Context: an optimization exercise on an open-source flow, tuned for a short achievable clock period and few clock cycles per item. The choices shown serve that exercise and are no tape-out recipe. Where RTL was checked, it was by simulation tests only, not by an equivalence proof against the original. Power is estimated from default activity; no workload was simulated.

==> module dst_ram, before the edit <==
module dst_ram (
    input  wire                    clk,
    input  wire                    rst_n,
    input  wire                    wr_en,
    input  spk_out_pkg::dst_addr_t wr_addr,
    input  spk_out_pkg::route_t    wr_data,
    input  spk_out_pkg::dst_addr_t rd_addr,
    output spk_out_pkg::route_t    rd_data,
    input  wire                    walk_step,
    input  wire                    walk_busy,
    output spk_out_pkg::route_t    walk_route
);
    spk_out_pkg::route_t  mem  [0:DST_DEPTH-1];
    spk_out_pkg::route_t  succ [0:DST_DEPTH-1];    
    logic [DST_DEPTH-1:0] last;        
    logic [DST_DEPTH-1:0] last_q;
    logic [DST_DEPTH-1:0] at;          
    logic [DST_DEPTH-1:0] at_nxt;
    spk_out_pkg::route_t  after;
    always_ff @(posedge clk) begin
        if (wr_en) begin
            mem[wr_addr] <= wr_data;
        end
    end
    always_ff @(posedge clk) begin
        rd_data <= mem[rd_addr];
    end
    always_comb begin
        for (int i = 0; i < DST_DEPTH; i++) begin
            last[i] = !mem[i][CONT_BIT];
            for (int j = 0; j < i; j++) begin
                if (!mem[j][CONT_BIT]) last[i] = 1'b0;
            end
        end
    end
    always_ff @(posedge clk) begin
        last_q <= last;
        for (int i = 0; i < DST_DEPTH; i++) begin
            succ[i] <= last_q[i] ? mem[0] : mem[(i + 1) % DST_DEPTH];
        end
    end
    always_comb begin
        after = '0;
        for (int i = 0; i < DST_DEPTH; i++) begin
            after = after | (succ[i] & {ROUTE_W{at[i]}});
        end
    end
    always_comb begin
        at_nxt[0] = |(at & last_q) || (at[DST_DEPTH-1] && !last_q[DST_DEPTH-1]);
        for (int i = 1; i < DST_DEPTH; i++) begin
            at_nxt[i] = at[i-1] && !last_q[i-1];
        end
    end
    always_ff @(posedge clk or negedge rst_n) begin
        if (!rst_n) begin
            at <= {{(DST_DEPTH-1){1'b0}}, 1'b1};
        end else if (walk_step) begin
            at <= at_nxt;
        end else if (!walk_busy) begin
            at <= {{(DST_DEPTH-1){1'b0}}, 1'b1};
        end
    end
    always_ff @(posedge clk) begin
        if (walk_step) begin
            walk_route <= after;
        end else if (!walk_busy) begin
            walk_route <= mem[0];
        end
    end
endmodule
==> flow/config.mk <==
export PLATFORM = sky130hd
export DESIGN_NAME = spk_out
export DESIGN_NICKNAME = spk_out
export VERILOG_FILES = /design/flow/design.v
export SDC_FILE = /design/flow/constraint.sdc
export NUM_CORES = 4
export LEC_CHECK = 0
export ABC_CLOCK_PERIOD_IN_PS = 1500
export CAP_MARGIN = 20
export CORE_MARGIN = 2
export CORE_UTILIZATION = 40
export SETUP_SLACK_MARGIN = 2.5
export SLEW_MARGIN = 20
==> flow/constraint.sdc <==
create_clock -name core_clock -period 4.0 [get_ports {clk}]
set_input_delay 0.8000 -clock core_clock [delete_from_list [all_inputs] [get_ports {clk}]]
set_output_delay 0.8000 -clock core_clock [all_outputs]
set_load 0.01 [all_outputs]
run.sh (not shown) runs the stock make flow with config.mk's settings and CLKGATE_MAP_FILE= SYNTH_SCRIPT=/design/flow/synth_recipe.tcl, a recipe that flattens the netlist after the stock synthesis.
The baseline finished clean.
==> next run, changes <==
--- a/flow/design.v
+++ b/flow/design.v
@@ -40,9 +40,9 @@
 );
     spk_out_pkg::route_t  mem  [0:DST_DEPTH-1];
-    spk_out_pkg::route_t  succ [0:DST_DEPTH-1];    
     logic [DST_DEPTH-1:0] last;        
     logic [DST_DEPTH-1:0] last_q;
-    logic [DST_DEPTH-1:0] at;          
-    logic [DST_DEPTH-1:0] at_nxt;
+    logic [DST_DEPTH-1:0] nx;          
+    logic [DST_DEPTH-1:0] nx_nxt;
+    logic [DST_DEPTH-1:0] nx_first;
     spk_out_pkg::route_t  after;
     always_ff @(posedge clk) begin
@@ -64,27 +64,27 @@
     always_ff @(posedge clk) begin
         last_q <= last;
-        for (int i = 0; i < DST_DEPTH; i++) begin
-            succ[i] <= last_q[i] ? mem[0] : mem[(i + 1) % DST_DEPTH];
-        end
     end
     always_comb begin
         after = '0;
         for (int i = 0; i < DST_DEPTH; i++) begin
-            after = after | (succ[i] & {ROUTE_W{at[i]}});
+            after = after | (mem[i] & {ROUTE_W{nx[i]}});
         end
     end
     always_comb begin
-        at_nxt[0] = |(at & last_q) || (at[DST_DEPTH-1] && !last_q[DST_DEPTH-1]);
+        nx_nxt[0] = |(nx & last_q) || (nx[DST_DEPTH-1] && !last_q[DST_DEPTH-1]);
         for (int i = 1; i < DST_DEPTH; i++) begin
-            at_nxt[i] = at[i-1] && !last_q[i-1];
+            nx_nxt[i] = nx[i-1] && !last_q[i-1];
         end
+        nx_first    = '0;
+        nx_first[0] = last_q[0];
+        nx_first[1] = !last_q[0];
     end
     always_ff @(posedge clk or negedge rst_n) begin
         if (!rst_n) begin
-            at <= {{(DST_DEPTH-1){1'b0}}, 1'b1};
+            nx <= {{(DST_DEPTH-2){1'b0}}, 2'b10};
         end else if (walk_step) begin
-            at <= at_nxt;
+            nx <= nx_nxt;
         end else if (!walk_busy) begin
-            at <= {{(DST_DEPTH-1){1'b0}}, 1'b1};
+            nx <= nx_first;
         end
     end
=> The new run produced a clean layout; first-iteration DRC count came out lower by 11%; fmax came out higher by 5.7%; worst setup slack improved by 0.11 ns; combinational power came out higher by about 7%; final area came out lower by 23%; utilization came out higher by 3.5 points.
No functional check of the RTL was part of any run of this note.

========
Another version of the RTL of spk_out (not shown whole).
Size: ~1700 cells after synthesis, roughly 680 flip-flops, ~28000 sq um of cells after synthesis.
==> module dst_ram, before the edit <==
module dst_ram (
    input  wire                    clk,
    input  wire                    rst_n,
    input  wire                    wr_en,
    input  spk_out_pkg::dst_addr_t wr_addr,
    input  spk_out_pkg::route_t    wr_data,
    input  spk_out_pkg::dst_addr_t rd_addr,
    output spk_out_pkg::route_t    rd_data,
    input  wire                    walk_step,
    input  wire                    walk_busy,
    output spk_out_pkg::route_t    route0,
    output logic                   route0_cont_nxt,    
    output spk_out_pkg::route_t    walk_route,
    output logic                   walk_cont_nxt       
);
    spk_out_pkg::route_t  mem  [0:DST_DEPTH-1];
    logic [DST_DEPTH-1:0] nx;          
    logic [DST_DEPTH-1:0] nx_nxt;
    logic [DST_DEPTH-1:0] nx_first;
    spk_out_pkg::route_t  after;
    spk_out_pkg::route_t  walk_nxt;
    logic [DST_DEPTH-1:0] last;        
    logic [DST_DEPTH-1:0] last_q;
    always_ff @(posedge clk) begin
        if (wr_en) begin
            mem[wr_addr] <= wr_data;
        end
    end
    always_ff @(posedge clk) begin
        rd_data <= mem[rd_addr];
    end
    always_comb begin
        for (int i = 0; i < DST_DEPTH; i++) begin
            last[i] = !mem[i][CONT_BIT];
            for (int j = 0; j < i; j++) begin
                if (!mem[j][CONT_BIT]) last[i] = 1'b0;
            end
        end
    end
    always_ff @(posedge clk) begin
        last_q <= last;
    end
    always_comb begin
        after = '0;
        for (int i = 0; i < DST_DEPTH; i++) begin
            after = after | (mem[i] & {ROUTE_W{nx[i]}});
        end
    end
    always_comb begin
        nx_nxt[0] = |(nx & last_q) || (nx[DST_DEPTH-1] && !last_q[DST_DEPTH-1]);
        for (int i = 1; i < DST_DEPTH; i++) begin
            nx_nxt[i] = nx[i-1] && !last_q[i-1];
        end
        nx_first    = '0;
        nx_first[0] = last_q[0] || last_q[1];
        nx_first[2] = !last_q[0] && !last_q[1];
    end
    assign walk_nxt = !walk_busy ? (last_q[0] ? mem[0] : mem[1]) :
                      walk_step  ? after : walk_route;
    always_ff @(posedge clk or negedge rst_n) begin
        if (!rst_n) begin
            nx         <= '0;
            walk_route <= '0;
        end else begin
            walk_route <= walk_nxt;
            if (!walk_busy) begin
                nx <= nx_first;
            end else if (walk_step) begin
                nx <= nx_nxt;
            end
        end
    end
    assign route0          = mem[0];
    assign route0_cont_nxt = (wr_en && wr_addr == '0) ? wr_data[CONT_BIT] : mem[0][CONT_BIT];
    assign walk_cont_nxt   = walk_nxt[CONT_BIT];
endmodule
make LEC_CHECK=0 ABC_CLOCK_PERIOD_IN_PS=1500 CAP_MARGIN=20 CORE_MARGIN=2 CORE_UTILIZATION=50 SETUP_SLACK_MARGIN=2.3 SLEW_MARGIN=20 finish   # period 4.0 ns
Testbench counts at the start, summed over its fixed seeds: cycles 4,111, flits 4,071.
Edit:
--- a/flow/design.v
+++ b/flow/design.v
@@ -44,9 +44,15 @@
     spk_out_pkg::route_t  mem  [0:DST_DEPTH-1];
     logic [DST_DEPTH-1:0] nx;          
     logic [DST_DEPTH-1:0] nx_nxt;
     logic [DST_DEPTH-1:0] nx_first;
-    spk_out_pkg::route_t  after;
+    spk_out_pkg::route_t  after;       
+    spk_out_pkg::route_t  at_nx;
+    spk_out_pkg::route_t  at_nx_d;
+    spk_out_pkg::route_t  at_succ_d;
+    spk_out_pkg::route_t  at_succ;
+    spk_out_pkg::route_t  at_first;
+    logic [1:0]           nx_set;
     spk_out_pkg::route_t  walk_nxt;
     logic [DST_DEPTH-1:0] last;        
     logic [DST_DEPTH-1:0] last_q;
     always_ff @(posedge clk) begin
@@ -68,22 +74,31 @@
     always_ff @(posedge clk) begin
         last_q <= last;
     end
     always_comb begin
-        after = '0;
-        for (int i = 0; i < DST_DEPTH; i++) begin
-            after = after | (mem[i] & {ROUTE_W{nx[i]}});
-        end
-    end
-    always_comb begin
         nx_nxt[0] = |(nx & last_q) || (nx[DST_DEPTH-1] && !last_q[DST_DEPTH-1]);
         for (int i = 1; i < DST_DEPTH; i++) begin
             nx_nxt[i] = nx[i-1] && !last_q[i-1];
         end
         nx_first    = '0;
         nx_first[0] = last_q[0] || last_q[1];
         nx_first[2] = !last_q[0] && !last_q[1];
     end
+    always_comb begin
+        at_nx_d   = '0;
+        at_succ_d = '0;
+        for (int i = 0; i < DST_DEPTH; i++) begin
+            at_nx_d   = at_nx_d   | (mem[i] & {ROUTE_W{nx[i]}});
+            at_succ_d = at_succ_d | (mem[i] & {ROUTE_W{nx_nxt[i]}});
+        end
+    end
+    always_ff @(posedge clk) begin
+        at_nx    <= at_nx_d;
+        at_succ  <= at_succ_d;
+        at_first <= (last_q[0] || last_q[1]) ? mem[0] : mem[2];
+        nx_set   <= !walk_busy ? 2'd2 : (walk_step ? 2'd1 : 2'd0);
+    end
+    assign after = (nx_set == 2'd2) ? at_first : (nx_set == 2'd1) ? at_succ : at_nx;
     assign walk_nxt = !walk_busy ? (last_q[0] ? mem[0] : mem[1]) :
                       walk_step  ? after : walk_route;
     always_ff @(posedge clk or negedge rst_n) begin
         if (!rst_n) begin
Outcome: Final area climbs by 11%. Utilization shrinks by 1.9 points. Global-route usage rises by 5.1 points. Cell count goes up by about 17%. Sequential share of layout area shrinks by 2.2 points. Count of clock-buffer cells in the layout climbs by 13. Register-to-register slack loses 0.21 ns. Total power goes up by 9.3%. Sequential power went up by 10%. Worst setup slack is worse by 0.18 ns. Via count climbs by 28%.
Function not checked in the second run of this note: the RTL went through the layout flow alone.

## what the ideal ports hide
Ports are ideal in the flow. The routed layouts listed here were re-timed in OpenROAD.
Step 1: set_driving_cell puts a clkbuf_16 on clk and a buf_2 on each other input, an assumption about the parent block.
Step 2, shift: input delay + t, output delay - t, t = (earliest + latest rising clock arrival at the registers) / 2. This alone moves slack from input paths to output paths.
Slacks: ideal / step 1 / step 2; pairs: ideal / step 1.
| run | shift t [ns] | slack for setup (ns) | worst register clock-pin slew, ns |
|---|---|---|---|
| the first run of note 1 | 0.728 | 1.895 / 1.911 / 1.211 | 0.07 / 0.07 |
| the second run of note 1 | 0.676 | 2.008 / 1.974 / 1.385 | 0.07 / 0.07 |
| the first run of note 2 | 0.666 | 2.070 / 2.008 / 1.430 | 0.07 / 0.07 |
| the second run of note 2 | 0.684 | 1.892 / 1.892 / 1.439 | 0.06 / 0.06 |
After both steps setup and hold are still met in every run listed. For the first run of note 1, which loses most, drivers alone change the setup slack by +0.016 ns; drivers and shift together by -0.684 ns.
